What follows belongs to an exercise in optimizing a design on an open flow for small area, a short achievable clock period and few clock cycles per item; a production flow would make more cautious choices.
In this exercise RTL edits were held to simulation tests only and were not proved equivalent to the original.
No activity file was given, so power comes from the tool's default toggle rates.

### config.mk
export PLATFORM = sky130hd
export DESIGN_NAME = implicit_binary_tree_traversal
export DESIGN_NICKNAME = implicit_binary_tree_traversal
export VERILOG_FILES = /design/flow/design.v
export SDC_FILE = /design/flow/constraint.sdc
export NUM_CORES = 4
export LEC_CHECK = 0
export CAP_MARGIN = 20
export CORE_MARGIN = 2
export CORE_UTILIZATION = 45
export SETUP_SLACK_MARGIN = 3.6
export SLEW_MARGIN = 20
### constraint.sdc
create_clock -name core_clock -period 6.5 [get_ports {clock}]
set_input_delay 1.3000 -clock core_clock [delete_from_list [all_inputs] [get_ports {clock}]]
set_output_delay 1.3000 -clock core_clock [all_outputs]
set_load 0.01 [all_outputs]
### design.v
`timescale 1ns / 1ps
package ibt_pkg;
   localparam int MAX_NODES = 64;
   localparam logic [1:0] ORDER_PRE  = 2'd0;
   localparam logic [1:0] ORDER_IN   = 2'd1;
   localparam logic [1:0] ORDER_POST = 2'd2;
   localparam logic [1:0] ORDER_BFS  = 2'd3;
endpackage
`timescale 1ns / 1ps
module implicit_binary_tree_traversal (
   input  logic        clock,
   input  logic        reset,
   input  logic        req_valid,
   output logic        req_stall,
   input  logic [31:0] req_node_value,
   input  logic        req_last_node,
   output logic        rsp_valid,
   input  logic        rsp_stall,
   output logic [31:0] rsp_out_value,
   output logic [5:0]  rsp_out_index,
   output logic        rsp_last_out,
   output logic        rsp_overflowed,
   input  logic        csr_write_enable,
   input  logic [1:0]  csr_write_data
);
   localparam int TAGW = 2;
   localparam int NT   = 1 << TAGW;
   localparam int KW   = TAGW + 6;
   function automatic logic [6:0] pand7(input logic [6:0] a);
      logic a01, a23, a45, a03;
      a01      = a[0] & a[1];
      a23      = a[2] & a[3];
      a45      = a[4] & a[5];
      a03      = a01 & a23;
      pand7[0] = a[0];
      pand7[1] = a01;
      pand7[2] = a01 & a[2];
      pand7[3] = a03;
      pand7[4] = a03 & a[4];
      pand7[5] = a03 & a45;
      pand7[6] = a03 & a45 & a[6];
   endfunction
   function automatic logic [6:0] por7(input logic [6:0] a);
      por7 = ~pand7(~a);
   endfunction
   function automatic logic [6:0] inc7(input logic [6:0] a);
      logic [6:0] c;
      c    = pand7(a);
      inc7 = (a & ~c) | (~a & {c[5:0], 1'b1});
   endfunction
   function automatic logic [6:0] dec7(input logic [6:0] a);
      logic [6:0] o;
      o    = por7(a);
      dec7 = (a & {o[5:0], 1'b0}) | ~o;
   endfunction
   function automatic logic lt7(input logic [6:0] a, input logic [6:0] b);
      logic [6:0] lt, ngt;
      lt  = ~a & b;
      ngt = ~(a & ~b);
      lt7 = lt[6] | (ngt[6] & (lt[5] | (ngt[5] & (lt[4] | (ngt[4] & (lt[3] |
            (ngt[3] & (lt[2] | (ngt[2] & (lt[1] | (ngt[1] & lt[0])))))))))));
   endfunction
   function automatic logic [7:0] lzero8(input logic [6:0] a);
      logic [6:0] c;
      c      = pand7(a);
      lzero8 = {c[6], ~a & {c[5:0], 1'b1}};
   endfunction
   logic [1:0] order_ff;
   logic            req_stall_ff, req_stall_d;
   logic            acc;
   logic [6:0]      acc_k;       
   logic [TAGW-1:0] acc_tag;
   logic [NT-1:0]   tag_busy;
   logic            l0_v, l0_last, l0_drop;
   logic [31:0]     l0_data;
   logic [6:0]      l0_k;
   logic [TAGW-1:0] l0_tag;
   logic [1:0]      l0_ord;
   logic [63:0][31:0]   mem_q;
   logic [63:0][KW-1:0] key_q;
   logic [63:0]     used_q, used_d, alloc_oh_q, alloc_oh_d, we_oh_q;
   logic            alloc_ok_q, alloc_ok_d, alloc_upd;
   logic [31:0]     wr_data_q;
   logic [KW-1:0]   wr_key_q;
   logic [6:0]      ld_M, ld_LB;
   logic            st_we;
   logic [NT-1:0]   ready;
   logic [6:0]      d_n   [NT];
   logic [1:0]      d_ord [NT];
   logic [NT-1:0]   d_ovf;
   logic            w_act, w_last;
   logic [TAGW-1:0] w_tag, nt_tag;
   logic [6:0]      w_M, w_LB, w_T, w_Mn, w_step, w_st2, w_gt1, w_gt2, w_lo1, w_lo2, w_rem;
   logic [1:0]      w_ord;
   logic            w_ovf;
   logic            issue, w_start, w_fin;
   logic            k_v, k_last, k_ovf;
   logic [KW-1:0]   k_key;
   logic [6:0]      k_M, k_LB;
   logic            s1_v, s1_last, s1_ovf;
   logic [63:0]     s1_oh;
   logic            pipe_en, s1_move;
   logic            out_v, skid_v, out_free;
   logic [31:0]     out_val, skid_val, rd_data;
   logic [5:0]      out_idx, skid_idx;
   logic [6:0]      s1_idx;
   logic            out_last, skid_last, out_ovf, skid_ovf;
   assign req_stall = req_stall_ff;
   assign acc       = req_valid && !req_stall_ff && !reset;
   logic l0_first, l0_tagok, l0_commit, l0_nd, pred_new, pred_hold, lz_any, l0_load;
   always_comb begin
      l0_commit  = l0_v && (l0_drop || (alloc_ok_q && l0_tagok));
      l0_nd      = l0_commit && !l0_drop;
      alloc_upd  = l0_nd || !alloc_ok_q;
      alloc_ok_d = alloc_upd ? lz_any : 1'b1;
      pred_new   = acc_k[6] || (lz_any && !(acc_k == 7'd0 && tag_busy[acc_tag]));
      pred_hold  = lz_any && !(l0_first && tag_busy[l0_tag]);
      l0_load    = !l0_v || l0_commit;
      if (reset)
         req_stall_d = 1'b1;
      else if (acc)
         req_stall_d = !pred_new;
      else
         req_stall_d = l0_v && !l0_commit && !pred_hold;
   end
   always_ff @(posedge clock) begin
      req_stall_ff <= req_stall_d;
      if (reset) begin
         order_ff <= ibt_pkg::ORDER_PRE;
         acc_k    <= '0;
         acc_tag  <= '0;
         l0_v     <= 1'b0;
      end else begin
         if (csr_write_enable)
            order_ff <= csr_write_data;
         l0_v <= acc || (l0_v && !l0_commit);
         if (acc) begin
            if (req_last_node) begin
               acc_k   <= '0;
               acc_tag <= acc_tag + 1'b1;
            end else if (!acc_k[6]) begin
               acc_k <= inc7(acc_k);
            end
         end
      end
      if (l0_load)
         l0_tagok <= !(acc_k == 7'd0 && tag_busy[acc_tag]);
      else
         l0_tagok <= !(l0_first && tag_busy[l0_tag]);
      if (l0_load) begin
         l0_data  <= req_node_value;
         l0_last  <= req_last_node;
         l0_drop  <= acc_k[6];
         l0_first <= (acc_k == 7'd0);
         l0_k     <= acc_k;
         l0_tag   <= acc_tag;
         l0_ord   <= order_ff;
      end
   end
   logic k_fin;
   assign k_fin = k_v && k_last && pipe_en;
   always_ff @(posedge clock) begin
      if (reset) begin
         tag_busy <= '0;
      end else begin
         for (int t = 0; t < NT; t++) begin
            if (l0_commit && l0_first && l0_tag == TAGW'(t))
               tag_busy[t] <= 1'b1;
            else if (k_fin && k_key[KW-1:6] == TAGW'(t))
               tag_busy[t] <= 1'b0;
         end
      end
   end
   assign st_we = l0_nd;
   for (genvar i = 0; i < 64; i++) begin : g_slot
      always_ff @(posedge clock) begin
         if (we_oh_q[i]) begin
            mem_q[i] <= wr_data_q;
            key_q[i] <= wr_key_q;
         end
      end
   end
   logic [63:0] pre_and [7];
   logic [63:0] lz_u;
   always_comb begin
      used_d = (used_q | (l0_nd ? alloc_oh_q : 64'd0)) & ~(s1_move ? s1_oh : 64'd0);
      pre_and[0] = used_q | alloc_oh_q;
      for (int s = 0; s < 6; s++) begin
         for (int b = 0; b < 64; b++) begin
            if (((b >> s) & 1) == 1)
               pre_and[s+1][b] = pre_and[s][b] & pre_and[s][((b >> s) << s) - 1];
            else
               pre_and[s+1][b] = pre_and[s][b];
         end
      end
      lz_u[0] = !pre_and[0][0];
      for (int b = 1; b < 64; b++)
         lz_u[b] = !pre_and[0][b] && pre_and[6][b-1];
      lz_any     = !pre_and[6][63];
      alloc_oh_d = alloc_upd ? lz_u : alloc_oh_q;
   end
   logic [7:0] ld_y;
   logic [6:0] ld_x;
   always_comb begin
      ld_x = ld_M | dec7({ld_LB[5:0], 1'b0});
      ld_y = {&ld_x, inc7(ld_x)};
   end
   always_ff @(posedge clock) begin
      wr_data_q <= l0_data;
      wr_key_q  <= {l0_tag, ld_M[6:1]};
      if (reset) begin
         used_q     <= '0;
         alloc_oh_q <= 64'd1;
         alloc_ok_q <= 1'b1;
         we_oh_q    <= '0;
         ld_M       <= 7'd64;
         ld_LB      <= 7'd64;
         ready      <= '0;
      end else begin
         used_q     <= used_d;
         alloc_oh_q <= alloc_oh_d;
         alloc_ok_q <= alloc_ok_d;
         we_oh_q    <= l0_nd ? alloc_oh_q : 64'd0;
         if (l0_commit) begin
            if (l0_last) begin
               ld_M  <= 7'd64;
               ld_LB <= 7'd64;
            end else if (!l0_drop) begin
               if (ld_y[7]) begin
                  ld_M  <= ld_LB >> 1;
                  ld_LB <= ld_LB >> 1;
               end else begin
                  ld_M <= ld_y[6:0] | ld_LB;
               end
            end
         end
         for (int t = 0; t < NT; t++) begin
            if (l0_commit && l0_last && l0_tag == TAGW'(t))
               ready[t] <= 1'b1;
            else if (w_start && nt_tag == TAGW'(t))
               ready[t] <= 1'b0;
         end
      end
      if (l0_commit && l0_last) begin
         d_n[l0_tag]   <= l0_drop ? 7'd64 : inc7(l0_k);
         d_ord[l0_tag] <= l0_ord;
         d_ovf[l0_tag] <= l0_drop;
      end
   end
   assign pipe_en = !skid_v;
   assign issue   = w_act && pipe_en;
   assign w_fin   = issue && w_last;
   assign nt_tag  = w_act ? w_tag + 1'b1 : w_tag;
   assign w_start = ready[nt_tag] && (!w_act || w_fin);
   logic [6:0] st_n, st_step, st_Mn, st_M0;
   logic [1:0] st_ord;
   always_comb begin
      st_n   = d_n[nt_tag];
      st_ord = d_ord[nt_tag];
      if (st_n[6]) begin
         st_step = 7'd1;  st_Mn = 7'd1;
      end else if (st_n[5]) begin
         st_step = 7'd2;  st_Mn = {st_n[4:0], 2'b10};
      end else if (st_n[4]) begin
         st_step = 7'd4;  st_Mn = {st_n[3:0], 3'b100};
      end else if (st_n[3]) begin
         st_step = 7'd8;  st_Mn = {st_n[2:0], 4'b1000};
      end else if (st_n[2]) begin
         st_step = 7'd16; st_Mn = {st_n[1:0], 5'b10000};
      end else if (st_n[1]) begin
         st_step = 7'd32; st_Mn = {st_n[0], 6'b100000};
      end else begin
         st_step = 7'd64; st_Mn = 7'd64;
      end
      st_M0 = (st_ord == ibt_pkg::ORDER_IN || st_ord == ibt_pkg::ORDER_POST) ? st_step : 7'd64;
   end
   logic [6:0] nx_M, nx_LB, nx_T;
   always_comb begin
      logic       self_lt_h, child_lt_h, child_eq_h, has_l, sib_ok, is_left, lt_n, p_lt;
      logic [6:0] pm, ml, p, x0, x1, y0, y1, par, z0, z1, zi0, zi1, a0, a1, ai0, ai1;
      logic [7:0] lz0, lz1, lzi0, lzi1;
      self_lt_h  = |(w_LB & w_gt1);
      child_lt_h = |(w_LB & w_gt2);
      child_eq_h = |(w_LB & w_st2);
      pm         = w_M & ~w_LB;                     
      ml         = pm | (w_LB >> 1);                
      p          = pm | {w_LB[5:0], 1'b0};          
      is_left    = !(|(w_M & {w_LB[5:0], 1'b0}));
      p_lt       = lt7(p, w_Mn);                    
      sib_ok     = self_lt_h || p_lt;
      has_l      = child_lt_h || (child_eq_h && lt7(pm, w_Mn));
      lt_n       = lt7(w_M, w_Mn);
      par        = (w_M & ~{w_T[5:0], 1'b1}) | {w_LB[5:0], 1'b0};
      x0         = w_M | w_T;
      x1         = w_M | {w_T[5:0], 1'b1};
      lz0        = lzero8(x0);
      lz1        = lzero8(x1);
      y0         = inc7(x0);
      y1         = inc7(x1);
      a0         = pand7(x0);
      a1         = pand7(x1);
      z0         = w_M | w_lo1;
      z1         = w_M | w_lo2;
      lzi0       = lzero8(z0);
      lzi1       = lzero8(z1);
      zi0        = inc7(z0);
      zi1        = inc7(z1);
      ai0        = {pand7(z0), 1'b1};
      ai1        = {pand7(z1), 1'b1};
      nx_M       = w_M;
      nx_LB      = w_LB;
      nx_T       = w_T;
      case (w_ord)
         ibt_pkg::ORDER_PRE: begin
            if (has_l) begin
               nx_M  = ml;
               nx_LB = w_LB >> 1;
               nx_T  = w_T >> 1;
            end else if (sib_ok) begin
               nx_M  = y0 | lz0[7:1];
               nx_LB = lz0[7:1];
               nx_T  = a0;
            end else begin
               nx_M  = y1 | lz1[7:1];
               nx_LB = lz1[7:1];
               nx_T  = a1;
            end
         end
         ibt_pkg::ORDER_IN: begin
            if (lt_n) begin
               nx_M  = zi0;
               nx_LB = lzi0[6:0];
               nx_T  = ai0;
            end else begin
               nx_M  = zi1;
               nx_LB = lzi1[6:0];
               nx_T  = ai1;
            end
         end
         ibt_pkg::ORDER_POST: begin
            if (is_left && sib_ok) begin
               if (p_lt) begin
                  nx_M  = p | w_step;
                  nx_LB = w_step;
                  nx_T  = w_step | w_lo1;
               end else begin
                  nx_M  = p | w_st2;
                  nx_LB = w_st2;
                  nx_T  = w_st2 | w_lo2;
               end
            end else begin
               nx_M  = par;
               nx_LB = {w_LB[5:0], 1'b0};
               nx_T  = {w_T[5:0], 1'b1};
            end
         end
         default: begin
            if (lz0[7]) begin
               nx_M  = w_LB >> 1;
               nx_LB = w_LB >> 1;
               nx_T  = w_T >> 1;
            end else begin
               nx_M  = y0 | w_LB;
            end
         end
      endcase
   end
   always_ff @(posedge clock) begin
      if (reset) begin
         w_act <= 1'b0;
         w_tag <= '0;
      end else begin
         if (w_start) begin
            w_act <= 1'b1;
         end else if (w_fin) begin
            w_act <= 1'b0;
         end
         if (w_fin)
            w_tag <= w_tag + 1'b1;
      end
      if (w_start) begin
         w_M    <= st_M0;
         w_LB   <= st_M0;
         w_T    <= st_M0 | dec7(st_M0);
         w_Mn   <= st_Mn;
         w_step <= st_step;
         w_st2  <= {st_step[5:0], 1'b0};
         w_gt1  <= ~dec7({st_step[5:0], 1'b0});
         w_gt2  <= ~dec7({st_step[4:0], 2'b00});
         w_lo1  <= dec7(st_step);
         w_lo2  <= dec7({st_step[5:0], 1'b0});
         w_ord  <= st_ord;
         w_ovf  <= d_ovf[nt_tag];
         w_rem  <= st_n;
         w_last <= (st_n == 7'd1);
      end else if (issue) begin
         w_M    <= nx_M;
         w_LB   <= nx_LB;
         w_T    <= nx_T;
         w_rem  <= dec7(w_rem);
         w_last <= (w_rem == 7'd2);
      end
   end
   always_ff @(posedge clock) begin
      if (reset) begin
         k_v <= 1'b0;
      end else if (pipe_en) begin
         k_v <= w_act;
      end
      if (pipe_en) begin
         k_key  <= {w_tag, w_M[6:1]};
         k_M    <= w_M;
         k_LB   <= w_LB;
         k_last <= w_last;
         k_ovf  <= w_ovf;
      end
   end
   logic [6:0] k_j;
   always_comb begin
      case (1'b1)
         k_LB[6]: k_j = 7'd1;
         k_LB[5]: k_j = {5'd0, 1'b1, k_M[6]};
         k_LB[4]: k_j = {4'd0, 1'b1, k_M[6:5]};
         k_LB[3]: k_j = {3'd0, 1'b1, k_M[6:4]};
         k_LB[2]: k_j = {2'd0, 1'b1, k_M[6:3]};
         k_LB[1]: k_j = {1'd0, 1'b1, k_M[6:2]};
         default: k_j = 7'd64;
      endcase
   end
   logic [63:0] hit;
   always_comb begin
      for (int i = 0; i < 64; i++)
         hit[i] = used_q[i] && !we_oh_q[i] && (key_q[i] == k_key);
   end
   always_ff @(posedge clock) begin
      if (reset) begin
         s1_v <= 1'b0;
      end else if (pipe_en) begin
         s1_v <= k_v;
      end
      if (pipe_en) begin
         s1_oh   <= hit;
         s1_idx  <= dec7(k_j);
         s1_last <= k_last;
         s1_ovf  <= k_ovf;
      end
   end
   assign s1_move  = s1_v && pipe_en;
   assign out_free = !out_v || !rsp_stall;
   always_comb begin
      rd_data = '0;
      for (int i = 0; i < 64; i++)
         rd_data = rd_data | (s1_oh[i] ? mem_q[i] : 32'd0);
   end
   always_ff @(posedge clock) begin
      if (reset) begin
         out_v  <= 1'b0;
         skid_v <= 1'b0;
      end else begin
         if (out_free)
            out_v <= skid_v || s1_move;
         if (skid_v)
            skid_v <= !out_free;
         else
            skid_v <= s1_move && !out_free;
      end
      if (out_free) begin
         out_val  <= skid_v ? skid_val  : rd_data;
         out_idx  <= skid_v ? skid_idx  : s1_idx[5:0];
         out_last <= skid_v ? skid_last : s1_last;
         out_ovf  <= skid_v ? skid_ovf  : s1_ovf;
      end
      if (!skid_v) begin
         skid_val  <= rd_data;
         skid_idx  <= s1_idx[5:0];
         skid_last <= s1_last;
         skid_ovf  <= s1_ovf;
      end
   end
   assign rsp_valid      = out_v;
   assign rsp_out_value  = out_val;
   assign rsp_out_index  = out_idx;
   assign rsp_last_out   = out_last;
   assign rsp_overflowed = out_ovf;
endmodule
### run.sh
#!/bin/bash
# synth_recipe.tcl (not shown) runs the flow's synth.tcl, then flattens the netlist and writes it again
# the make line also repeats each setting of config.mk as NAME=value (left out here)
make -C /OpenROAD-flow-scripts/flow DESIGN_CONFIG=/design/flow/config.mk WORK_HOME=/design/flow/orfs CLKGATE_MAP_FILE= SYNTH_SCRIPT=/design/flow/synth_recipe.tcl finish
==> report_table.html, run 1 <==
<table>
<tr><th>Metric</th><th>Value</th></tr>
<tr><th colspan="2">Synthesis</th></tr>
<tr><td>Portion of the post-synthesis area used by sequential elements</td><td>0.777</td></tr>
<tr><td>Main flop type after synthesis</td><td>sky130_fd_sc_hd__edfxtp_1</td></tr>
<tr><td>Distinct cell type count of the synthesized netlist</td><td>90</td></tr>
<tr><td>Share of synthesized cell area in and, or, nand and nor gates</td><td>0.0527</td></tr>
<tr><td>Count of warnings emitted by yosys</td><td>2</td></tr>
<tr><td>Fraction of the mapped netlist area in adder cells</td><td>0.00605</td></tr>
<tr><td>Main combinational cell family by area after synthesis</td><td>compound AO/OA/AOI/OAI gates</td></tr>
<tr><td>Compound-gate portion of the synthesized area</td><td>0.104</td></tr>
<tr><td>Number of standard cells after synthesis</td><td>7,012</td></tr>
<tr><td>Xor/xnor share of the synthesized area</td><td>0.0388</td></tr>
<tr><td>Total nets after synthesis</td><td>a little over 7,000</td></tr>
<tr><td>EDFF count, synth</td><td>2,838</td></tr>
<tr><td>Share of synthesized registers carrying an async set or reset</td><td>0</td></tr>
<tr><td>Area of the mapped netlist</td><td>approximately 120,000 um2</td></tr>
<tr><td>Average footprint of a synthesized cell</td><td>about 17 um2</td></tr>
<tr><td>Flops &amp; latches, synth</td><td>approximately 3,200</td></tr>
<tr><td>Portion of netlist area occupied by mux cells</td><td>0.00507</td></tr>
<tr><th colspan="2">Pwr</th></tr>
<tr><td>Worst voltage drop across the vdd grid</td><td>about 0.32 mV</td></tr>
<tr><td>Static leakage power</td><td>roughly 44 nW</td></tr>
<tr><td>PD cells</td><td>just over 300 nW/um2</td></tr>
<tr><td>Total Power</td><td>~42 mW</td></tr>
<tr><th colspan="2">Global route</th></tr>
<tr><td>Wire length of the first global-routing pass</td><td>between 600 and 700 mm</td></tr>
<tr><td>Via count of the first global-routing pass</td><td>a little over 70,000</td></tr>
<tr><td>Pin count of the biggest net entering global routing</td><td>89</td></tr>
<tr><td>Overflow left after global routing</td><td>0</td></tr>
<tr><td>Initial antenna violation count</td><td>21</td></tr>
<tr><td>Overall Global Routing Usage</td><td>0.335</td></tr>
<tr><th colspan="2">Setup path</th></tr>
<tr><td>Data arrival time of the worst path</td><td>roughly 3.9 ns</td></tr>
<tr><td>Maximum fanout along the worst path</td><td>8</td></tr>
<tr><td>Type of destination of the critical path</td><td>register</td></tr>
<tr><td>Required time of the worst setup path</td><td>roughly 7.3 ns</td></tr>
<tr><td>Path type of the worst setup path</td><td>reg -&gt; reg</td></tr>
<tr><td>Critical Path Source Type</td><td>register</td></tr>
<tr><th colspan="2">Floorplanning</th></tr>
<tr><td>Initial Util</td><td>0.453</td></tr>
<tr><td>Die Y</td><td>approximately 520 um</td></tr>
<tr><td>Chip width</td><td>between 500 and 600 um</td></tr>
<tr><td>Die Outline Area</td><td>266,000 um2</td></tr>
<tr><td>Row count</td><td>approximately 190</td></tr>
<tr><td>Count of pins on the block boundary</td><td>82</td></tr>
<tr><td>Standard cell core area</td><td>260,000 um2</td></tr>
<tr><th colspan="2">Final layout</th></tr>
<tr><td>Layout net count</td><td>7,465</td></tr>
<tr><td>Ratio of cells with drive above 1 in the final layout</td><td>0.144</td></tr>
<tr><td>Share of the core filled with cells</td><td>0.522</td></tr>
<tr><td>Final instance count without filler cells</td><td>about 11,000</td></tr>
<tr><td>Total non-filler cell area in the finished layout</td><td>~140,000 um2</td></tr>
<tr><td>Area growth, synth to finish</td><td>15.2%</td></tr>
<tr><td>Filler cell count</td><td>about 21,000</td></tr>
<tr><th colspan="2">STA</th></tr>
<tr><td>Setup repair after global routing missed its margin</td><td>true</td></tr>
<tr><td>Min Hold Slack</td><td>0.337 ns</td></tr>
<tr><td>Largest clock skew in the final design</td><td>approximately 0.07 ns</td></tr>
<tr><td>Aggregate negative setup slack</td><td>0 ns</td></tr>
<tr><td>Final Critical Period</td><td>between 3 and 4 ns</td></tr>
<tr><td>Period Utilization, post-route</td><td>0.487</td></tr>
<tr><td>PnR worst setup slack</td><td>around 3.3 ns</td></tr>
<tr><td>Max Slew Vio Count</td><td>0</td></tr>
<tr><td>Worst Max-Slew Pin Slew</td><td>1.26 ns</td></tr>
<tr><td>Headroom to the max-slew limit</td><td>0.157</td></tr>
<tr><td>Final number of setup-violating endpoints</td><td>0</td></tr>
<tr><td>Hold Violations, Final</td><td>0</td></tr>
<tr><td>Fmax</td><td>0.316 GHz</td></tr>
<tr><th colspan="2">CTS</th></tr>
<tr><td>Num CTS Buffers</td><td>around 330</td></tr>
<tr><td>CTS Root Cell</td><td>sky130_fd_sc_hd__clkbuf_16</td></tr>
<tr><td>Worst-path clk slew</td><td>around 0.060 ns</td></tr>
<tr><td>Clock insertion delay at the later pin of the skew report</td><td>between 0.9 and 1 ns</td></tr>
<tr><td>Deepest clock path buffer count</td><td>4</td></tr>
<tr><td>Clock tree from TritonCTS</td><td>done</td></tr>
<tr><td>Number of sinks handled by clock tree synthesis</td><td>roughly 3,200</td></tr>
<tr><td>CTS H-Tree Depth</td><td>5</td></tr>
<tr><th colspan="2">Job</th></tr>
<tr><td>Number of max-cap violations</td><td>0</td></tr>
<tr><th colspan="2">Placed design</th></tr>
<tr><td>Routability Congestion</td><td>approximately 0.91</td></tr>
<tr><td>Half-perimeter wire length after placement</td><td>between 200 and 250 mm</td></tr>
<tr><td>Port Buffers</td><td>approximately 80</td></tr>
<tr><td>Placed standard-cell area</td><td>between 100,000 and 150,000 um2</td></tr>
<tr><td>Worst-case setup slack after placement</td><td>between 2 and 3 ns</td></tr>
<tr><td># placed instances</td><td>approximately 10,000</td></tr>
<tr><th colspan="2">Route</th></tr>
<tr><td>Iteration-0 DRC Markers</td><td>14,462</td></tr>
<tr><td>First-pass iteration count of the detailed router</td><td>12</td></tr>
<tr><td>Total Wirelength</td><td>~450 mm</td></tr>
<tr><td>Via count normalized by instance count</td><td>6.80</td></tr>
<tr><td># DRC</td><td>0</td></tr>
<tr><td>Routed len/inst</td><td>between 40 and 50 um</td></tr>
<tr><td>Detail Route Antenna Nets</td><td>0</td></tr>
<tr><td>Via count of the routed design</td><td>75,687</td></tr>
<tr><th colspan="2">Min path</th></tr>
<tr><td>Class of the most critical hold timing path</td><td>reg -&gt; reg</td></tr>
<tr><th colspan="2">Status</th></tr>
<tr><td>Run status</td><td>finished clean</td></tr>
</table>
==> report_power, final <==
group | switching (mW) | internal (mW)
Sequential | 0.299 | 22.2
Combinational | 0.882 | 0.516
Clock | 7.76 | 10.4
==> state kept, by name (all words and copies together) (netlist names), 8 cells and up <==
signal      flops
d_n            28
key_q         512
skid_val       32
l0_data        32
wr_key_q        8
used_q         64
we_oh_q        64
out_val        32
s1_oh          64
alloc_oh_q     64
d_ord           8
mem_q        2048
wr_data_q      32
==> critical path, cell delays in order (launching register included) <==
cell and delay, ns:
sky130_fd_sc_hd__edfxtp_1 0.57, sky130_fd_sc_hd__or3b_4 0.43, sky130_fd_sc_hd__maj3_2 0.35, sky130_fd_sc_hd__nand3_2 0.08, sky130_fd_sc_hd__a21oi_2 0.05, sky130_fd_sc_hd__a2111oi_4 0.45
sky130_fd_sc_hd__o21bai_4 0.15, sky130_fd_sc_hd__buf_12 0.17, sky130_fd_sc_hd__buf_8 0.13, sky130_fd_sc_hd__buf_16 0.15, sky130_fd_sc_hd__nand2_1 0.07, sky130_fd_sc_hd__o211ai_1 0.17
sky130_fd_sc_hd__a21oi_1 0.23
==> path summary, 6_finish.rpt <==
| kind | startpoint | end | slack, ns | cells past startpoint |
|---|---|---|---|---|
| setup / recovery | w_M[4] | w_T[2] | 3.33 | 12 |
| hold / removal | l0_data[7] | wr_data_q[7] | 0.34 | 0 |
| setup reg to reg | w_M[4] | w_T[2] | 3.33 | 12 |
| hold reg to reg | l0_data[7] | wr_data_q[7] | 0.34 | 0 |
==> layer usage <==
metal	GRT usage	vias to the layer above	routed length (um)
li1	-	29011	-
met5	0	-	98
met2	0.506	6443	198000
met1	0.438	38681	158000
met4	0.181	13	30600
met3	0.0940	1539	65600
==> cells by family after synthesis <==
kind of cell | after synthesis
flops | 3153
xor+xnor | 521
simple gates | 1126
mux | 55
fa+ha+maj | 57
buf+inv | 496
other cells | 1
compound gates | 1603
==> layout by cell type, fill, tap and decap left out, drive strengths merged, types with 38 or more instances in the layout <==
cell / instances
clkbuf: 481
and2: 77
o22ai: 42
nor2: 246
a21oi: 197
a221oi: 232
a22oi: 558
nor4: 113
a211oi: 91
o21ai: 60
clkdlybuf4s50: 38
edfxtp: 2838
xor2: 324
a22o: 227
buf: 359
nand2: 120
nor4b: 65
inv: 103
dfxtp: 315
nand3: 86
ha: 56
nor3: 67
nand4: 234
clkinv: 91
xnor2: 197
==> area by class of cell <==
cell class                 instances  area, um2  area share
sequential                      3153      91800       0.677
multi-input combinational       3364      25100       0.185
clock buffer                     468       9270      0.0683
tap                             3496       4370      0.0323
timing repair buffer             424       3650      0.0269
clock inverter                   119        935     0.00689
inverter                          95        369     0.00272
antenna                           10       25.0    0.000185
==> Yosys cell counts (all sizes together), types with 12 or more instances <==
master / instances / area, um2
nor4: 113 / 722
nor3: 67 / 335
ha: 56 / 701
o22ai: 42 / 263
inv: 93 / 349
nand4: 234 / 1460
mux2: 17 / 191
a22oi: 558 / 4190
nand3: 86 / 430
a21oi: 197 / 990
nor2b: 19 / 119
or2: 17 / 106
a211oi: 91 / 683
buf: 87 / 389
mux2i: 36 / 360
a22o: 227 / 1990
o221ai: 14 / 123
o211ai: 17 / 133
dfxtp: 315 / 6310
o32a: 32 / 320
a221oi: 232 / 2030
nor2: 246 / 943
xnor2: 197 / 1730
o21ai: 60 / 300
edfxtp: 2838 / 85200
xor2: 324 / 2840
nand2b: 27 / 169
a222oi: 33 / 330
nand2: 120 / 450
a32oi: 12 / 105
nor4b: 65 / 569
clkbuf: 314 / 1180
and2: 76 / 478
==> timing repair <==
item | CTS | global route
resized for setup | 273 | 85
hold buffers | 0 | 0
endpoints found under the setup margin | 272 | 99
buffers inserted | 79 | 26
cloned | 8 | 0
pin swaps | 44 | 29
Testbench counts, summed over its fixed seeds: cycles 13,702, items 12,608.
==> run 2: changes to the inputs <==
--- a/design.v
+++ b/design.v
@@ -26,6 +26,8 @@
    localparam int TAGW = 2;
    localparam int NT   = 1 << TAGW;
    localparam int KW   = TAGW + 6;
+   localparam int NINS = 8;             
+   localparam int INSD = 64 / NINS;
    function automatic logic [6:0] pand7(input logic [6:0] a);
       logic a01, a23, a45, a03;
       a01      = a[0] & a[1];
@@ -78,10 +80,8 @@
    logic [1:0]      l0_ord;
    logic [63:0][31:0]   mem_q;
    logic [63:0][KW-1:0] key_q;
-   logic [63:0]     used_q, used_d, alloc_oh_q, alloc_oh_d, we_oh_q;
-   logic            alloc_ok_q, alloc_ok_d, alloc_upd;
-   logic [31:0]     wr_data_q;
-   logic [KW-1:0]   wr_key_q;
+   logic [63:0]     used_q, used_d;
+   logic [NINS-1:0] cand, cand_next, ins_oh;
    logic [6:0]      ld_M, ld_LB;
    logic            st_we;
    logic [NT-1:0]   ready;
@@ -107,14 +107,16 @@
    logic            out_last, skid_last, out_ovf, skid_ovf;
    assign req_stall = req_stall_ff;
    assign acc       = req_valid && !req_stall_ff && !reset;
-   logic l0_first, l0_tagok, l0_commit, l0_nd, pred_new, pred_hold, lz_any, l0_load;
+   logic l0_first, l0_tagok, l0_commit, l0_nd, pred_new, pred_hold, l0_load;
    always_comb begin
-      l0_commit  = l0_v && (l0_drop || (alloc_ok_q && l0_tagok));
+      for (int k = 0; k < NINS; k++) begin
+         cand[k]      = !used_q[(k * INSD + 63) % 64];
+         cand_next[k] = !used_q[(k * INSD + 62) % 64];
+      end
+      l0_commit  = l0_v && (l0_drop || ((|cand) && l0_tagok));
       l0_nd      = l0_commit && !l0_drop;
-      alloc_upd  = l0_nd || !alloc_ok_q;
-      alloc_ok_d = alloc_upd ? lz_any : 1'b1;
-      pred_new   = acc_k[6] || (lz_any && !(acc_k == 7'd0 && tag_busy[acc_tag]));
-      pred_hold  = lz_any && !(l0_first && tag_busy[l0_tag]);
+      pred_new   = acc_k[6] || ((|cand_next) && !(acc_k == 7'd0 && tag_busy[acc_tag]));
+      pred_hold  = (|cand_next) && !(l0_first && tag_busy[l0_tag]);
       l0_load    = !l0_v || l0_commit;
       if (reset)
          req_stall_d = 1'b1;
@@ -172,32 +174,40 @@
       end
    end
    assign st_we = l0_nd;
-   for (genvar i = 0; i < 64; i++) begin : g_slot
-      always_ff @(posedge clock) begin
-         if (we_oh_q[i]) begin
-            mem_q[i] <= wr_data_q;
-            key_q[i] <= wr_key_q;
+   always_comb begin
+      ins_oh = '0;
+      for (int k = NINS - 1; k >= 0; k--) begin
+         if (cand[k]) begin
+            ins_oh    = '0;
+            ins_oh[k] = l0_nd;
          end
       end
    end
-   logic [63:0] pre_and [7];
-   logic [63:0] lz_u;
-   always_comb begin
-      used_d = (used_q | (l0_nd ? alloc_oh_q : 64'd0)) & ~(s1_move ? s1_oh : 64'd0);
-      pre_and[0] = used_q | alloc_oh_q;
-      for (int s = 0; s < 6; s++) begin
-         for (int b = 0; b < 64; b++) begin
-            if (((b >> s) & 1) == 1)
-               pre_and[s+1][b] = pre_and[s][b] & pre_and[s][((b >> s) << s) - 1];
-            else
-               pre_and[s+1][b] = pre_and[s][b];
+   for (genvar i = 0; i < 64; i++) begin : g_slot
+      if (i % INSD == 0) begin : g_ins
+         always_ff @(posedge clock) begin
+            if (ins_oh[i / INSD]) begin
+               mem_q[i] <= l0_data;
+               key_q[i] <= {l0_tag, ld_M[6:1]};
+            end else begin
+               mem_q[i] <= mem_q[(i + 63) % 64];
+               key_q[i] <= key_q[(i + 63) % 64];
+            end
+         end
+      end else begin : g_move
+         always_ff @(posedge clock) begin
+            mem_q[i] <= mem_q[i - 1];
+            key_q[i] <= key_q[i - 1];
          end
       end
-      lz_u[0] = !pre_and[0][0];
-      for (int b = 1; b < 64; b++)
-         lz_u[b] = !pre_and[0][b] && pre_and[6][b-1];
-      lz_any     = !pre_and[6][63];
-      alloc_oh_d = alloc_upd ? lz_u : alloc_oh_q;
+   end
+   logic [63:0] used_kept;
+   always_comb begin
+      used_kept = used_q & ~(s1_move ? s1_oh : 64'd0);
+      used_d    = {used_kept[62:0], used_kept[63]};
+      for (int k = 0; k < NINS; k++)
+         if (ins_oh[k])
+            used_d[k * INSD] = 1'b1;
    end
    logic [7:0] ld_y;
    logic [6:0] ld_x;
@@ -206,21 +216,13 @@
       ld_y = {&ld_x, inc7(ld_x)};
    end
    always_ff @(posedge clock) begin
-      wr_data_q <= l0_data;
-      wr_key_q  <= {l0_tag, ld_M[6:1]};
       if (reset) begin
          used_q     <= '0;
-         alloc_oh_q <= 64'd1;
-         alloc_ok_q <= 1'b1;
-         we_oh_q    <= '0;
          ld_M       <= 7'd64;
          ld_LB      <= 7'd64;
          ready      <= '0;
       end else begin
          used_q     <= used_d;
-         alloc_oh_q <= alloc_oh_d;
-         alloc_ok_q <= alloc_ok_d;
-         we_oh_q    <= l0_nd ? alloc_oh_q : 64'd0;
          if (l0_commit) begin
             if (l0_last) begin
                ld_M  <= 7'd64;
@@ -430,16 +432,16 @@
    logic [63:0] hit;
    always_comb begin
       for (int i = 0; i < 64; i++)
-         hit[i] = used_q[i] && !we_oh_q[i] && (key_q[i] == k_key);
+         hit[i] = used_q[i] && (key_q[i] == k_key);
    end
    always_ff @(posedge clock) begin
+      s1_oh <= pipe_en ? {hit[62:0], hit[63]} : {s1_oh[62:0], s1_oh[63]};
       if (reset) begin
          s1_v <= 1'b0;
       end else if (pipe_en) begin
          s1_v <= k_v;
       end
       if (pipe_en) begin
-         s1_oh   <= hit;
          s1_idx  <= dec7(k_j);
          s1_last <= k_last;
          s1_ovf  <= k_ovf;
--- a/config.mk
+++ b/config.mk
@@ -8,5 +8,5 @@
 export CAP_MARGIN = 20
 export CORE_MARGIN = 2
 export CORE_UTILIZATION = 45
-export SETUP_SLACK_MARGIN = 3.6
+export SETUP_SLACK_MARGIN = 3.8
 export SLEW_MARGIN = 20
==> report_table.html, run 2 <==
<table>
<tr><th>Metric</th><th>Value</th></tr>
<tr><th colspan="2">Status</th></tr>
<tr><td>Run status</td><td>finished clean</td></tr>
<tr><th colspan="2">Final layout</th></tr>
<tr><td>Ratio of cells with drive above 1 in the final layout</td><td>0.167 (+0.0230)</td></tr>
<tr><td>Leading cell type in the layout, fill and taps excluded</td><td>sky130_fd_sc_hd__dfxtp_1</td></tr>
<tr><td>Max FFs per register</td><td>2,048 (unchanged)</td></tr>
<tr><td>Most flops, register</td><td>mem_q</td></tr>
<tr><td>Filler cell count</td><td>16,658 (-20%)</td></tr>
<tr><td>Largest registers ranked by flip-flop count</td><td>mem_q (2048), key_q (512)</td></tr>
<tr><td>Total non-filler cell area in the finished layout</td><td>105,000 um2 (-23%)</td></tr>
<tr><td>Combined area of the multi-input logic cells</td><td>26,700 um2 (+6.3%)</td></tr>
<tr><td>Share of the core filled with cells</td><td>0.528 (+0.00619)</td></tr>
<tr><td>Layout net count</td><td>7,280 (-2.5%)</td></tr>
<tr><td>Area growth, synth to finish</td><td>16.9%</td></tr>
<tr><td>Area used by sequential logic in the layout</td><td>62,100 um2 (-32%)</td></tr>
<tr><td>Commonest cells after routing, fill and taps aside</td><td>sky130_fd_sc_hd__dfxtp_1 (2,694), sky130_fd_sc_hd__a22oi_1 (533), sky130_fd_sc_hd__xor2_1 (416), sky130_fd_sc_hd__clkbuf_16 (313), sky130_fd_sc_hd__mux2_2 (296)</td></tr>
<tr><th colspan="2">STA</th></tr>
<tr><td>Aggregate negative setup slack</td><td>0 ns (unchanged)</td></tr>
<tr><td>Largest clock skew in the final design</td><td>0.0801 ns (+0.00999 ns)</td></tr>
<tr><td>Headroom to the max-slew limit</td><td>0.156 (-0.00106)</td></tr>
<tr><td>Period Utilization, post-route</td><td>0.471 (-0.0161)</td></tr>
<tr><td>Hold Violations, Final</td><td>0 (unchanged)</td></tr>
<tr><td>Final Critical Period</td><td>3.06 ns (-0.105 ns)</td></tr>
<tr><td>Worst Max-Slew Pin Slew</td><td>1.27 ns (+0.00159 ns)</td></tr>
<tr><td>Fmax</td><td>0.326 GHz (+3.4%)</td></tr>
<tr><td>Final number of setup-violating endpoints</td><td>0 (unchanged)</td></tr>
<tr><td>Max Slew Vio Count</td><td>0 (unchanged)</td></tr>
<tr><td>Setup repair after global routing missed its margin</td><td>true</td></tr>
<tr><td>Min Hold Slack</td><td>0.303 ns (-0.0340 ns)</td></tr>
<tr><th colspan="2">Global route</th></tr>
<tr><td>Via count of the first global-routing pass</td><td>61,380 (-14%)</td></tr>
<tr><td>Pin count of the biggest net entering global routing</td><td>58 (-35%)</td></tr>
<tr><td>Overflow left after global routing</td><td>0 (unchanged)</td></tr>
<tr><td>Wire length of the first global-routing pass</td><td>451 mm (-25%)</td></tr>
<tr><td>Initial antenna violation count</td><td>11 (-48%)</td></tr>
<tr><td>Overall Global Routing Usage</td><td>0.306 (-0.0282)</td></tr>
<tr><th colspan="2">CTS</th></tr>
<tr><td>Worst-path clk slew</td><td>0.07 ns (about the same)</td></tr>
<tr><td>Num CTS Buffers</td><td>300 (-9.4%)</td></tr>
<tr><td>Clock tree from TritonCTS</td><td>done</td></tr>
<tr><td>Deepest clock path buffer count</td><td>4 (unchanged)</td></tr>
<tr><td>CTS H-Tree Depth</td><td>5 (unchanged)</td></tr>
<tr><td>CTS Root Cell</td><td>sky130_fd_sc_hd__clkbuf_16</td></tr>
<tr><td>Number of sinks handled by clock tree synthesis</td><td>2,984 (-5.4%)</td></tr>
<tr><td>Cts-stage hold buffer count</td><td>0 (unchanged)</td></tr>
<tr><td>Clock insertion delay at the later pin of the skew report</td><td>0.95 ns (-0.02 ns)</td></tr>
<tr><th colspan="2">Synthesis</th></tr>
<tr><td>Synth area leaders</td><td>sky130_fd_sc_hd__dfxtp_1 (62%), sky130_fd_sc_hd__edfxtp_1 (7.1%), sky130_fd_sc_hd__a22oi_1 (4.5%), sky130_fd_sc_hd__xor2_1 (4.1%), sky130_fd_sc_hd__mux2_2 (3.7%)</td></tr>
<tr><td>Total nets after synthesis</td><td>7,116 (+0.11%)</td></tr>
<tr><td>Main flop type after synthesis</td><td>sky130_fd_sc_hd__dfxtp_1</td></tr>
<tr><td>Area of the mapped netlist</td><td>89,900 um2 (-24%)</td></tr>
<tr><td>EDFF count, synth</td><td>214 (-92%)</td></tr>
<tr><td>Portion of the post-synthesis area used by sequential elements</td><td>0.688 (-0.0890)</td></tr>
<tr><td>Average footprint of a synthesized cell</td><td>12.8 um2 (-24%)</td></tr>
<tr><td>Leading cell type by number of instances after synthesis</td><td>sky130_fd_sc_hd__dfxtp_1</td></tr>
<tr><td>Flops &amp; latches, synth</td><td>2,984 (-5.4%)</td></tr>
<tr><td>Count of warnings emitted by yosys</td><td>1 (-1)</td></tr>
<tr><td>Post-synth top area share</td><td>0.617 (-0.107)</td></tr>
<tr><td>Distinct cell type count of the synthesized netlist</td><td>84 (-6.7%)</td></tr>
<tr><td>Share of synthesized registers carrying an async set or reset</td><td>0 (unchanged)</td></tr>
<tr><td>Cell taking the most area after synthesis</td><td>sky130_fd_sc_hd__dfxtp_1</td></tr>
<tr><td>Number of standard cells after synthesis</td><td>7,020 (+0.11%)</td></tr>
<tr><td>Top post-synthesis cells by count</td><td>sky130_fd_sc_hd__dfxtp_1 (2,770), sky130_fd_sc_hd__a22oi_1 (535), sky130_fd_sc_hd__xor2_1 (416)</td></tr>
<tr><th colspan="2">Route</th></tr>
<tr><td>Detail Route Antenna Nets</td><td>0 (unchanged)</td></tr>
<tr><td>Iteration-0 DRC Markers</td><td>8,051 (-44%)</td></tr>
<tr><td># DRC</td><td>0 (unchanged)</td></tr>
<tr><td>Total Wirelength</td><td>322 mm (-29%)</td></tr>
<tr><td>First-pass iteration count of the detailed router</td><td>8 (-4)</td></tr>
<tr><td>Via count normalized by instance count</td><td>6.13 (-9.9%)</td></tr>
<tr><td>Routed len/inst</td><td>32.0 um (-21%)</td></tr>
<tr><td>Via count of the routed design</td><td>61,667 (-19%)</td></tr>
<tr><th colspan="2">Setup path</th></tr>
<tr><td>Required time of the worst setup path</td><td>7.12 ns (-0.15 ns)</td></tr>
<tr><td>Critical Path Source Type</td><td>register</td></tr>
<tr><td>Data arrival time of the worst path</td><td>3.68 ns (-0.25 ns)</td></tr>
<tr><td>Path type of the worst setup path</td><td>reg -&gt; reg</td></tr>
<tr><td>Type of destination of the critical path</td><td>register</td></tr>
<tr><td>Maximum fanout along the worst path</td><td>5 (-3)</td></tr>
<tr><th colspan="2">Floorplanning</th></tr>
<tr><td>Chip width</td><td>451 um (-13%)</td></tr>
<tr><td>Die Outline Area</td><td>203,000 um2 (-23%)</td></tr>
<tr><td>Die Y</td><td>451 um (-13%)</td></tr>
<tr><td>Row count</td><td>164 (-12%)</td></tr>
<tr><td>Count of pins on the block boundary</td><td>82 (unchanged)</td></tr>
<tr><td>Initial Util</td><td>0.452 (-0.00132)</td></tr>
<tr><td>Standard cell core area</td><td>199,000 um2 (-23%)</td></tr>
<tr><th colspan="2">Pwr</th></tr>
<tr><td>Worst voltage drop across the vdd grid</td><td>0.239 mV (-24%)</td></tr>
<tr><td>PD cells</td><td>349 nW/um2 (+13%)</td></tr>
<tr><td>Static leakage power</td><td>41.6 nW (-5.3%)</td></tr>
<tr><td>Total Power</td><td>36.7 mW (-13%)</td></tr>
<tr><th colspan="2">Placed design</th></tr>
<tr><td>Placed standard-cell area</td><td>93,400 um2 (-24%)</td></tr>
<tr><td>Routability Congestion</td><td>0.914 (about the same)</td></tr>
<tr><td>Half-perimeter wire length after placement</td><td>174 mm (-25%)</td></tr>
<tr><td>Port Buffers</td><td>81 (unchanged)</td></tr>
<tr><th colspan="2">Job</th></tr>
<tr><td>Number of max-cap violations</td><td>0 (unchanged)</td></tr>
<tr><th colspan="2">Min path</th></tr>
<tr><td>Class of the most critical hold timing path</td><td>reg -&gt; reg</td></tr>
</table>
==> run 2: cell types whose count changed in the layout (fill, tap and decap cells not counted), sizes merged, moves of 85 or more <==
cell	previous run	this run
nand2	120	276
dfxtp	315	2770
xnor2	197	89
nor2	246	128
buf	359	274
xor2	324	416
edfxtp	2838	214
mux2	17	299
==> run 2: report_power, final <==
group	total, mW	internal [mW]	switching, mW
Clock	17.1	10.0	7.08
Combinational	0.478	0.219	0.258
Sequential	19.2	18.9	0.301
Total	36.7	29.1	7.64
==> run 2: final timing paths <==
kind / depth (start not counted) / end / slack, ns / start
worst min-delay path: 0 / key_q[241] / 0.30 / key_q[233]
worst min register to register: 0 / key_q[241] / 0.30 / key_q[233]
worst max-delay path: 10 / w_M[2] / 3.44 / w_LB[2]
worst max register to register: 10 / w_M[2] / 3.44 / w_LB[2]
==> run 2: worst max-delay path, cell delays in order (launching register included) <==
cell and delay, ns:
sky130_fd_sc_hd__edfxtp_1 0.56, sky130_fd_sc_hd__nor2b_4 0.23, sky130_fd_sc_hd__o21bai_4 0.09, sky130_fd_sc_hd__a2111oi_4 0.33, sky130_fd_sc_hd__a211o_1 0.20, sky130_fd_sc_hd__a21boi_4 0.33
sky130_fd_sc_hd__buf_4 0.18, sky130_fd_sc_hd__mux2i_2 0.23, sky130_fd_sc_hd__nand3_1 0.11, sky130_fd_sc_hd__a32o_1 0.27, sky130_fd_sc_hd__a211o_1 0.27
==> run 2: what timing repair did <==
action                     in CTS  in global routing
setup buffers                 110                 25
cloned                          8                  1
setup endpoints to repair     508                284
gates resized for setup       331                 72
pin swaps                      52                 32
==> run 2: layer usage <==
| metal | routed length (um) | up-vias | track usage |
|---|---|---|---|
| met5 | 33 | - | 0 |
| li1 | - | 25969 | - |
| met4 | 18000 | 4 | 0.142 |
| met1 | 128000 | 30568 | 0.410 |
| met2 | 140000 | 4021 | 0.472 |
| met3 | 35600 | 1105 | 0.0684 |
==> run 2: final cells by class <==
class,instances,share of cell area
antenna,3,0.0000715
clock buffer,448,0.0849
clock inverter,72,0.00708
inverter,93,0.00350
multi-input combinational,3490,0.254
sequential,2984,0.592
tap,2656,0.0316
timing repair buffer,315,0.0271
==> run 2: kinds of logic after synthesis <==
kind of cell,Yosys count,share of synthesized area
other cells,1,0.0000417
buf+inv,550,0.0234
xor+xnor,505,0.0492
simple gates,1088,0.0626
mux,335,0.0417
flops,2984,0.688
fa+ha+maj,58,0.00802
compound gates,1499,0.127
==> run 2: metrics by stage <==
stage	std cells	setup slack, ns
3_5_place_dp	9394	2.58
6_report	10061	3.44
5_1_grt	10058	3.42
4_1_cts	10032	3.55
2_1_floorplan	7020	3.75
3_3_place_gp	9394	2.56
Testbench counts of run 2, summed over its fixed seeds: cycles 14,129, items 12,608.
==> run 3: changes to the inputs <==
--- a/design.v
+++ b/design.v
@@ -381,9 +381,6 @@
             w_tag <= w_tag + 1'b1;
       end
       if (w_start) begin
-         w_M    <= st_M0;
-         w_LB   <= st_M0;
-         w_T    <= st_M0 | dec7(st_M0);
          w_Mn   <= st_Mn;
          w_step <= st_step;
          w_st2  <= {st_step[5:0], 1'b0};
@@ -396,13 +393,21 @@
          w_rem  <= st_n;
          w_last <= (st_n == 7'd1);
       end else if (issue) begin
-         w_M    <= nx_M;
-         w_LB   <= nx_LB;
-         w_T    <= nx_T;
          w_rem  <= dec7(w_rem);
          w_last <= (w_rem == 7'd2);
       end
    end
+   logic [6:0] sel_st, sel_nx, sel_hd;
+   always_comb begin
+      sel_st = {7{w_start}};
+      sel_nx = {7{!w_start && issue}};
+      sel_hd = {7{!w_start && !issue}};
+   end
+   always_ff @(posedge clock) begin
+      w_M  <= (sel_st & st_M0) | (sel_nx & nx_M) | (sel_hd & w_M);
+      w_LB <= (sel_st & st_M0) | (sel_nx & nx_LB) | (sel_hd & w_LB);
+      w_T  <= (sel_st & (st_M0 | dec7(st_M0))) | (sel_nx & nx_T) | (sel_hd & w_T);
+   end
    always_ff @(posedge clock) begin
       if (reset) begin
          k_v <= 1'b0;
@@ -449,6 +454,12 @@
    end
    assign s1_move  = s1_v && pipe_en;
    assign out_free = !out_v || !rsp_stall;
+   logic o_skid, o_new, o_hold;
+   always_comb begin
+      o_skid = out_free && skid_v;
+      o_new  = out_free && !skid_v;
+      o_hold = !out_free;
+   end
    always_comb begin
       rd_data = '0;
       for (int i = 0; i < 64; i++)
@@ -466,12 +477,10 @@
          else
             skid_v <= s1_move && !out_free;
       end
-      if (out_free) begin
-         out_val  <= skid_v ? skid_val  : rd_data;
-         out_idx  <= skid_v ? skid_idx  : s1_idx[5:0];
-         out_last <= skid_v ? skid_last : s1_last;
-         out_ovf  <= skid_v ? skid_ovf  : s1_ovf;
-      end
+      out_val  <= ({32{o_skid}} & skid_val) | ({32{o_new}} & rd_data) | ({32{o_hold}} & out_val);
+      out_idx  <= ({6{o_skid}} & skid_idx) | ({6{o_new}} & s1_idx[5:0]) | ({6{o_hold}} & out_idx);
+      out_last <= (o_skid & skid_last) | (o_new & s1_last) | (o_hold & out_last);
+      out_ovf  <= (o_skid & skid_ovf) | (o_new & s1_ovf) | (o_hold & out_ovf);
       if (!skid_v) begin
          skid_val  <= rd_data;
          skid_idx  <= s1_idx[5:0];
--- a/config.mk
+++ b/config.mk
@@ -8,5 +8,7 @@
 export CAP_MARGIN = 20
 export CORE_MARGIN = 2
 export CORE_UTILIZATION = 45
+export CTS_CLUSTER_DIAMETER = 100
+export CTS_CLUSTER_SIZE = 25
 export SETUP_SLACK_MARGIN = 3.8
 export SLEW_MARGIN = 20
==> report_table.html, run 3 <==
<table>
<tr><th>Metric</th><th>Value</th></tr>
<tr><th colspan="2">Status</th></tr>
<tr><td>Run status</td><td>finished clean</td></tr>
<tr><th colspan="2">STA</th></tr>
<tr><td>Largest clock skew in the final design</td><td>0.0469 ns (-0.0332 ns)</td></tr>
<tr><td>Hold Violations, Final</td><td>0 (unchanged)</td></tr>
<tr><td>Final Critical Period</td><td>2.74 ns (-0.325 ns)</td></tr>
<tr><td>Fmax</td><td>0.365 GHz (+12%)</td></tr>
<tr><td>Headroom to the max-slew limit</td><td>0.149 (-0.00753)</td></tr>
<tr><td>Period Utilization, post-route</td><td>0.421 (-0.0500)</td></tr>
<tr><td>Aggregate negative setup slack</td><td>0 ns (unchanged)</td></tr>
<tr><td>Final number of setup-violating endpoints</td><td>0 (unchanged)</td></tr>
<tr><td>Setup repair after global routing missed its margin</td><td>true</td></tr>
<tr><td>Max Slew Vio Count</td><td>0 (unchanged)</td></tr>
<tr><td>Worst Max-Slew Pin Slew</td><td>1.27 ns (+0.00660 ns)</td></tr>
<tr><td>PnR worst setup slack</td><td>3.76 ns (+0.325 ns)</td></tr>
<tr><th colspan="2">Route</th></tr>
<tr><td>Routed len/inst</td><td>32.6 um (+2.1%)</td></tr>
<tr><td># DRC</td><td>0 (unchanged)</td></tr>
<tr><td>Iteration-0 DRC Markers</td><td>7,881 (-2.1%)</td></tr>
<tr><td>Detail Route Antenna Nets</td><td>0 (unchanged)</td></tr>
<tr><td>Total Wirelength</td><td>320 mm (-0.50%)</td></tr>
<tr><td>First-pass iteration count of the detailed router</td><td>8 (unchanged)</td></tr>
<tr><td>Via count of the routed design</td><td>60,765 (-1.5%)</td></tr>
<tr><td>Via count normalized by instance count</td><td>6.20 (+1.2%)</td></tr>
<tr><th colspan="2">Setup path</th></tr>
<tr><td>Source of the worst register-to-register timing path</td><td>w_LB[3]</td></tr>
<tr><td>Endpoint of the worst-slack reg-to-reg timing path</td><td>w_T[4]</td></tr>
<tr><td>Path type of the worst setup path</td><td>reg -&gt; reg</td></tr>
<tr><td>Reg-to-reg setup timing slack</td><td>3.76 ns (+0.33 ns)</td></tr>
<tr><td>Worst reg-to-reg path cell count</td><td>12 (+2)</td></tr>
<tr><td>Type of destination of the critical path</td><td>register</td></tr>
<tr><td>Maximum fanout along the worst path</td><td>7 (+2)</td></tr>
<tr><td>Required time of the worst setup path</td><td>7.24 ns (+0.12 ns)</td></tr>
<tr><td>Data arrival time of the worst path</td><td>3.48 ns (-0.20 ns)</td></tr>
<tr><td>Critical Path Source Type</td><td>register</td></tr>
<tr><th colspan="2">Floorplanning</th></tr>
<tr><td>Standard cell core area</td><td>200,000 um2 (+0.52%)</td></tr>
<tr><td>Initial Util</td><td>0.453 (+0.00170)</td></tr>
<tr><td>Die Outline Area</td><td>205,000 um2 (+0.88%)</td></tr>
<tr><td>Chip width</td><td>453 um (+0.44%)</td></tr>
<tr><td>Row count</td><td>164 (unchanged)</td></tr>
<tr><td>Count of pins on the block boundary</td><td>82 (unchanged)</td></tr>
<tr><td>Die Y</td><td>453 um (+0.44%)</td></tr>
<tr><th colspan="2">Final layout</th></tr>
<tr><td>Leading cell type in the layout, fill and taps excluded</td><td>sky130_fd_sc_hd__dfxtp_1</td></tr>
<tr><td>Largest registers ranked by flip-flop count</td><td>mem_q (2048), key_q (512)</td></tr>
<tr><td>Area growth, synth to finish</td><td>11.2%</td></tr>
<tr><td>Ratio of cells with drive above 1 in the final layout</td><td>0.147 (-0.0199)</td></tr>
<tr><td>Layout net count</td><td>7,151 (-1.8%)</td></tr>
<tr><td>Max FFs per register</td><td>2,048 (unchanged)</td></tr>
<tr><td>Most flops, register</td><td>mem_q</td></tr>
<tr><td>Commonest cells after routing, fill and taps aside</td><td>sky130_fd_sc_hd__dfxtp_1 (2,668), sky130_fd_sc_hd__a22o_1 (507), sky130_fd_sc_hd__a221oi_1 (496), sky130_fd_sc_hd__mux2_2 (323), sky130_fd_sc_hd__xor2_1 (291)</td></tr>
<tr><th colspan="2">Min path</th></tr>
<tr><td>Worst hold path cell count</td><td>0 (unchanged)</td></tr>
<tr><td>Hold EP</td><td>mem_q[958]</td></tr>
<tr><td>Startpoint of the tightest hold check path</td><td>mem_q[926]</td></tr>
<tr><td>Class of the most critical hold timing path</td><td>reg -&gt; reg</td></tr>
<tr><th colspan="2">Synthesis</th></tr>
<tr><td>Count of warnings emitted by yosys</td><td>1 (unchanged)</td></tr>
<tr><td>Portion of the post-synthesis area used by sequential elements</td><td>0.680 (-0.00842)</td></tr>
<tr><td>Cell taking the most area after synthesis</td><td>sky130_fd_sc_hd__dfxtp_1</td></tr>
<tr><td>Compound-gate portion of the synthesized area</td><td>0.137 (+0.0107)</td></tr>
<tr><td>Share of synthesized registers carrying an async set or reset</td><td>0 (unchanged)</td></tr>
<tr><td>Top post-synthesis cells by count</td><td>sky130_fd_sc_hd__dfxtp_1 (2,791), sky130_fd_sc_hd__a221oi_1 (510), sky130_fd_sc_hd__a22o_1 (508)</td></tr>
<tr><td>Distinct cell type count of the synthesized netlist</td><td>87 (+3.6%)</td></tr>
<tr><td>Leading cell type by number of instances after synthesis</td><td>sky130_fd_sc_hd__dfxtp_1</td></tr>
<tr><td>Main combinational cell family by area after synthesis</td><td>compound AO/OA/AOI/OAI gates</td></tr>
<tr><td>Main flop type after synthesis</td><td>sky130_fd_sc_hd__dfxtp_1</td></tr>
<tr><td>Synth area leaders</td><td>sky130_fd_sc_hd__dfxtp_1 (62%), sky130_fd_sc_hd__edfxtp_1 (6.4%), sky130_fd_sc_hd__a221oi_1 (4.9%), sky130_fd_sc_hd__a22o_1 (4.9%), sky130_fd_sc_hd__mux2_2 (4.0%)</td></tr>
<tr><td>EDFF count, synth</td><td>193 (-9.8%)</td></tr>
<tr><td>Fraction of the mapped netlist area in adder cells</td><td>0.00755 (-0.000471)</td></tr>
<tr><td>Xor/xnor share of the synthesized area</td><td>0.0436 (-0.00557)</td></tr>
<tr><td>Area of the mapped netlist</td><td>90,700 um2 (+0.89%)</td></tr>
<tr><td>Post-synth top area share</td><td>0.616 (-0.000829)</td></tr>
<tr><td>Number of standard cells after synthesis</td><td>7,054 (+0.48%)</td></tr>
<tr><td>Average footprint of a synthesized cell</td><td>12.9 um2 (+0.41%)</td></tr>
<tr><td>Flops &amp; latches, synth</td><td>2,984 (unchanged)</td></tr>
<tr><td>Total nets after synthesis</td><td>7,146 (+0.42%)</td></tr>
<tr><td>Portion of netlist area occupied by mux cells</td><td>0.0502 (+0.00843)</td></tr>
<tr><td>Share of synthesized cell area in and, or, nand and nor gates</td><td>0.0558 (-0.00676)</td></tr>
<tr><th colspan="2">Pwr</th></tr>
<tr><td>Worst voltage drop across the vdd grid</td><td>0.299 mV (+25%)</td></tr>
<tr><td>PD cells</td><td>340 nW/um2 (-2.7%)</td></tr>
<tr><td>Static leakage power</td><td>39.4 nW (-5.2%)</td></tr>
<tr><th colspan="2">Job</th></tr>
<tr><td>Number of max-cap violations</td><td>0 (unchanged)</td></tr>
<tr><th colspan="2">Global route</th></tr>
<tr><td>Via count of the first global-routing pass</td><td>59,524 (-3.0%)</td></tr>
<tr><td>Wire length of the first global-routing pass</td><td>444 mm (-1.6%)</td></tr>
<tr><td>Initial antenna violation count</td><td>14 (+3)</td></tr>
<tr><td>Pin count of the biggest net entering global routing</td><td>67 (+16%)</td></tr>
<tr><td>Overall Global Routing Usage</td><td>0.302 (-0.00484)</td></tr>
<tr><td>Overflow left after global routing</td><td>0 (unchanged)</td></tr>
<tr><th colspan="2">CTS</th></tr>
<tr><td>CTS Root Cell</td><td>sky130_fd_sc_hd__clkbuf_16</td></tr>
<tr><td>Clock insertion delay at the later pin of the skew report</td><td>0.86 ns (-0.09 ns)</td></tr>
<tr><td>Number of sinks handled by clock tree synthesis</td><td>2,984 (unchanged)</td></tr>
<tr><td>Cts-stage hold buffer count</td><td>0 (unchanged)</td></tr>
<tr><td>Num CTS Buffers</td><td>141 (-53%)</td></tr>
<tr><td>Worst-path clk slew</td><td>0.10 ns (+0.03 ns)</td></tr>
<tr><td>Clock tree from TritonCTS</td><td>done</td></tr>
<tr><td>Deepest clock path buffer count</td><td>3 (-1)</td></tr>
<tr><td>CTS H-Tree Depth</td><td>4 (-1)</td></tr>
<tr><th colspan="2">Placed design</th></tr>
<tr><td>Half-perimeter wire length after placement</td><td>181 mm (+3.9%)</td></tr>
<tr><td>Worst-case setup slack after placement</td><td>2.58 ns (+0.00571 ns)</td></tr>
<tr><td>Port Buffers</td><td>81 (unchanged)</td></tr>
<tr><td>Routability Congestion</td><td>0.912 (-0.12%)</td></tr>
</table>
## run 3: power by group
part | internal, mW | switching (mW)
clock network | 4.25 | 5.97
registers | 19.0 | 0.484
logic | 1.92 | 2.67
total | 25.2 | 9.13
## run 3: how the worst max path moves through the flow
stage	from	slack, ns	endpoint
after CTS	s1_oh[1]	3.63	out_val[25]
after floorplan	w_Mn[3]	3.81	w_T[1]
after global routing	w_LB[3]	3.68	w_T[1]
final	w_LB[3]	3.76	w_T[4]
after detailed placement	w_tag[1]	2.58	w_M[4]
after global placement	w_tag[1]	2.68	w_T[4]
## run 3: worst max-delay path, stage by stage (launching register included)
cell,delay [ns]
sky130_fd_sc_hd__dfxtp_2,0.33
sky130_fd_sc_hd__buf_8,0.13
sky130_fd_sc_hd__or3b_1,0.37
sky130_fd_sc_hd__maj3_2,0.30
sky130_fd_sc_hd__maj3_2,0.30
sky130_fd_sc_hd__o221ai_2,0.07
sky130_fd_sc_hd__nand2_2,0.10
sky130_fd_sc_hd__a21oi_4,0.18
sky130_fd_sc_hd__buf_12,0.15
sky130_fd_sc_hd__buf_12,0.13
sky130_fd_sc_hd__mux2_4,0.31
sky130_fd_sc_hd__o2111ai_2,0.18
sky130_fd_sc_hd__nand3_1,0.09
## run 3: layout make-up
class	instances	area, um2
diodes	7	17.5
clock buffers	205	3850
clock inverters	17	309
fillers	17177	99200
inverters	122	487
multi-input cells	3481	27400
flip-flops and latches	2984	62000
well taps	2656	3320
repair buffers	329	3400
## run 3: routing by layer
layer  track usage  part of all wire
met2         0.465              0.44
met5             0           0.00036
met3        0.0665              0.11
met1         0.413              0.41
met4         0.115             0.044
## run 3: stage by stage
step	hold slack, ns	utilization	total power, mW	cell area (um2)	instances
after floorplan	0.331	-	22.5	90700	7054
after global placement	0.333	0.470	23.7	94100	9429
after detailed placement	0.336	0.470	23.7	94100	9429
after global routing	0.338	0.504	35.4	101000	9796
after CTS	0.335	0.498	33.9	99700	9732
final	0.324	0.504	34.3	101000	9801
## run 3: logic make-up after synthesis
kind of cell    after synthesis
flops                      2984
compound gates             1580
simple gates                977
buf+inv                     595
xor+xnor                    451
mux                         411
fa+ha+maj                    55
other cells                   1
## run 3: timing repair
action / CTS / global route
gates resized for setup: 419 / 152
pin swaps: 24 / 30
buffers inserted: 74 / 57
gates cloned: 7 / 5
endpoints found under the setup margin: 569 / 237
Testbench counts of run 3, summed over its fixed seeds: cycles 14,129, items 12,608.

[what the ideal ports hide]
No port has a modelled driver above. Below, the same layouts with a new extraction and two added sets of constraints. Step 1 sets driving cells, clkbuf_16 on the clock port and buf_2 on the other inputs (assumed; they add their load-dependent delay and slew). Step 2 moves the port delays by t, midway between the first and last clock arrival at a register: inputs arrive t later, outputs are due t later. That takes back most of the time a late clock gives input paths. Three values: ideal ports, drivers, drivers and shift; two values: the first two.
| run | t, ns | setup WS [ns] | hold WS [ns] | worst setup path at the end |
|---|---|---|---|---|
| run 1 | 1.040 | 3.332 / 3.237 / 3.183 | 0.337 / 0.337 / 0.337 | input to register |
| run 2 | 0.994 | 3.437 / 3.437 / 3.252 | 0.303 / 0.303 / 0.303 | input to register |
| run 3 | 0.920 | 3.762 / 3.762 / 3.118 | 0.324 / 0.324 / 0.324 | input to register |
After both steps every run listed still meets setup and hold. The setup slack of run 3, which loses most, moves by 0.000 ns with the drivers and by -0.644 ns with both steps.
